This is an optimization exercise on Yosys and OpenROAD, whose aim is small area, a short achievable clock period and few clock cycles per item, not a production implementation. Where RTL was checked, it was by simulation tests only, not by an equivalence proof against the original. No activity file was given, so power comes from the tool's default toggle rates.

the reference run:
// qr_cordic_top
module qr_cordic_top (
	input  logic               clk,
	input  logic               rst,
	input  logic               en,
	output logic               rd_a,
	output logic [1:0]         rd_a_row,
	output logic [0:0]         rd_a_col,
	input  logic signed [12:0] rd_a_data,
	output logic               wr_r,
	output logic [1:0]         wr_r_row,
	output logic [0:0]         wr_r_col,
	output logic signed [12:0] wr_r_data,
	output logic               valid
);
Size: about 1700 cells after synthesis, about 38 I/O pins, roughly 14000 um^2 of cells after synthesis.
Settings: LEC_CHECK=0, CAP_MARGIN=20, CORE_MARGIN=2, CORE_UTILIZATION=40, SLEW_MARGIN=20; clock period 17.0 ns.
standard.sh (not shown) runs the stock make flow with config.mk's settings and CLKGATE_MAP_FILE= SYNTH_SCRIPT=/design/flow/synth_recipe.tcl, a recipe that flattens the netlist after the stock synthesis.
==> flow/flow/run.sh <==
#!/bin/bash
set -euo pipefail
bash standard.sh finish SETUP_SLACK_MARGIN=12.5 > orfs_flow.log 2>&1
Changes in the trial run relative to the reference run:
==> flow/flow/run.sh <==
#!/bin/bash
set -euo pipefail
bash standard.sh finish SETUP_SLACK_MARGIN=12 > orfs_flow.log 2>&1
==> comparison <==
Compare the trial run and the reference run | met1 routing resource usage after global routing higher: the reference run. Between the reference run and the trial run, register-to-register slack decreased. Total power consumption of the routed design, the trial run and the reference run, higher one = the reference run. Row via count: the trial run lower / the reference run higher. Re post-synth net total: no difference whatsoever between the trial run and the reference run. [the trial run] sequential share of cell area rose 0.58 points relative to the reference run. The trial run and the reference run ended up with roughly the same global-route wire length before repair. Wire length (the trial run vs. the reference run) decreases slightly. Re count of clock-net buffers in the final layout: the trial run is 4 up on the reference run. Relative to the reference run, post-route met1 wirelength has decreased by 2.2% in the trial run.
No run of this note included a check of the RTL's function; only the layout flow was run.

---

run 1:
qr_cordic_top, a different RTL version from the one above (not shown whole).
Size: ~130 flip-flops, ~38 I/O pins, ~0.011 sq mm of cells after synthesis.
Design qr_cordic_top, start of the top module:
module qr_cordic_top (
	input  logic               clk,
	input  logic               rst,
	input  logic               en,
	output logic               rd_a,
	output logic [1:0]         rd_a_row,
	output logic [0:0]         rd_a_col,
	input  logic signed [12:0] rd_a_data,
	output logic               wr_r,
	output logic [1:0]         wr_r_row,
	output logic [0:0]         wr_r_col,
	output logic signed [12:0] wr_r_data,
	output logic               valid
);
Settings: LEC_CHECK=0, CAP_MARGIN=20, CORE_MARGIN=2, CORE_UTILIZATION=60, CTS_BUF_LIST=sky130_fd_sc_hd__clkbuf_8, SLEW_MARGIN=20; clock period 17.0 ns.
==> flow/flow/run.sh <==
#!/bin/bash
set -euo pipefail
bash standard.sh finish SETUP_SLACK_MARGIN=12.5 > orfs_flow.log 2>&1
Testbench counts of run 1, summed over its fixed seeds: cycles 13,824, items 192.
### run 1 -> run 2
# run 1
export LEC_CHECK = 0
export CAP_MARGIN = 20
export CORE_MARGIN = 2
export CORE_UTILIZATION = 60
export CTS_BUF_LIST = sky130_fd_sc_hd__clkbuf_8
export SLEW_MARGIN = 20
create_clock -name core_clock -period 17.0 [get_ports {clk}]
# run 2
export LEC_CHECK = 0
export CAP_MARGIN = 20
export CORE_MARGIN = 2
export CORE_UTILIZATION = 40
export CTS_CLUSTER_DIAMETER = 200
export CTS_CLUSTER_SIZE = 50
export SLEW_MARGIN = 20
create_clock -name core_clock -period 17.0 [get_ports {clk}]
## What came out
Final cell area: run 2 above run 1
Run 2 vs. run 1: flip-flop and latch count after synthesis barely changed; total power after layout climbed 110 uW.
Looking at end of the critical path, the wr_r_data[6] result is from run 1; the wr_r_data[10] one comes from run 2.
Setup changes, run 2 to run 3
# run 2
export LEC_CHECK = 0
export CAP_MARGIN = 20
export CORE_MARGIN = 2
export CORE_UTILIZATION = 40
export CTS_CLUSTER_DIAMETER = 200
export CTS_CLUSTER_SIZE = 50
export SLEW_MARGIN = 20
create_clock -name core_clock -period 17.0 [get_ports {clk}]
# run 3
export LEC_CHECK = 0
export CAP_MARGIN = 20
export CORE_MARGIN = 2
export CORE_UTILIZATION = 70
export CTS_BUF_LIST = sky130_fd_sc_hd__clkbuf_8
export SLEW_MARGIN = 20
create_clock -name core_clock -period 17.0 [get_ports {clk}]
==> flow/flow/run.sh <==
#!/bin/bash
set -euo pipefail
bash standard.sh finish SETUP_SLACK_MARGIN=12.7 > orfs_flow.log 2>&1
==> comparison <==
Min number of buffers outside the clock class in the layout across run 2 and run 3: run 2. Diff run 2 -> run 3 | final area | decrease of 3.2%. Going from run 2 to run 3, setup slack now larger, part of the cycle the worst path needs saw a decrease, total power shows a reduction of 5.1%, number of gates resized after cts up 74. Run 3 vs. run 2: net switching power now sits lower; number of fill cells now sits lower.

---

exp/quartz:
Another version of the RTL of qr_cordic_top (not shown whole).
Size: ~38 I/O pins.
clock: 17.0 ns
lec_check: 0
cap_margin: 20
core_margin: 2
core_utilization: 40
slew_margin: 20
run.sh (not shown) runs the stock make flow with config.mk's settings and CLKGATE_MAP_FILE= SYNTH_SCRIPT=/design/flow/synth_recipe.tcl, a recipe that flattens the netlist after the stock synthesis.
Stock flow here: none of the scripts above is used.
exp/quartz ended with every stage complete and zero timing, DRC or antenna violations.
Testbench counts of exp/quartz, summed over its fixed seeds: cycles 13,824, items 192.
> inputs changed (exp/quartz -> exp/maple)
==> flow/flow/run.sh (new file) <==
#!/bin/bash
set -euo pipefail
bash standard.sh finish SETUP_SLACK_MARGIN=12 > orfs_flow.log 2>&1
==> flow/standard.sh (new file) <==
#!/bin/bash
# synth_recipe.tcl (not shown) runs the flow's synth.tcl, then flattens the netlist and writes it again
# the make line also repeats each setting of config.mk as NAME=value (left out here)
make -C /OpenROAD-flow-scripts/flow DESIGN_CONFIG=/design/flow/config.mk WORK_HOME=/design/flow/orfs CLKGATE_MAP_FILE= SYNTH_SCRIPT=/design/flow/synth_recipe.tcl "${@:-finish}"
removed: flow/run.sh
## What came out
- Any difference in clock network area share between exp/maple and exp/quartz is small enough to ignore.
- exp/maple -> exp/quartz: first-pass GRT wire length flat
- When exp/maple is measured against exp/quartz, its area added between synthesis and finish turns out 1.1 points higher.
- exp/maple and exp/quartz ended up with roughly the same via density per instance.

## port drivers added, routing unchanged
How much do the figures lean on ideal ports? The routed layouts below were timed once more, with nothing changed but the port constraints. Step 1 assumes that a clkbuf_16 drives the clock port and a buf_2 every other input. Step 2 moves the port delays by t, midway between the first and last clock arrival at a register: inputs arrive t later, outputs are due t later. That takes back most of the time a late clock gives input paths. Three values: ideal ports, drivers, drivers and shift; two values: the first two.
| run | t, ns | setup WS [ns] | hold slack, ns | worst slew at a driven data input, ns | cell pins on the clock port's net |
|---|---|---|---|---|---|
| the reference run | 0.494 | 12.457 / 12.457 / 12.457 | 0.431 / 0.431 / 0.431 | 0.04 | 1 |
| the trial run | 0.490 | 12.112 / 12.112 / 12.112 | 0.437 / 0.437 / 0.437 | 0.04 | 1 |
| run 1 | 0.499 | 12.550 / 12.509 / 12.554 | 0.451 / 0.451 / 0.451 | 0.03 | 1 |
| run 2 | 0.473 | 12.568 / 12.521 / 12.497 | 0.438 / 0.438 / 0.438 | 0.03 | 1 |
| run 3 | 0.485 | 12.631 / 12.588 / 12.548 | 0.449 / 0.449 / 0.449 | 0.03 | 1 |
| exp/quartz | 0.497 | 11.152 / 11.152 / 11.152 | 0.445 / 0.445 / 0.445 | 0.04 | 1 |
| exp/maple | 0.497 | 12.181 / 12.181 / 12.181 | 0.445 / 0.445 / 0.445 | 0.04 | 1 |
After both steps every run listed still meets setup and hold. The setup slack of run 3, which loses most, moves by -0.043 ns with the drivers and by -0.083 ns with both steps.
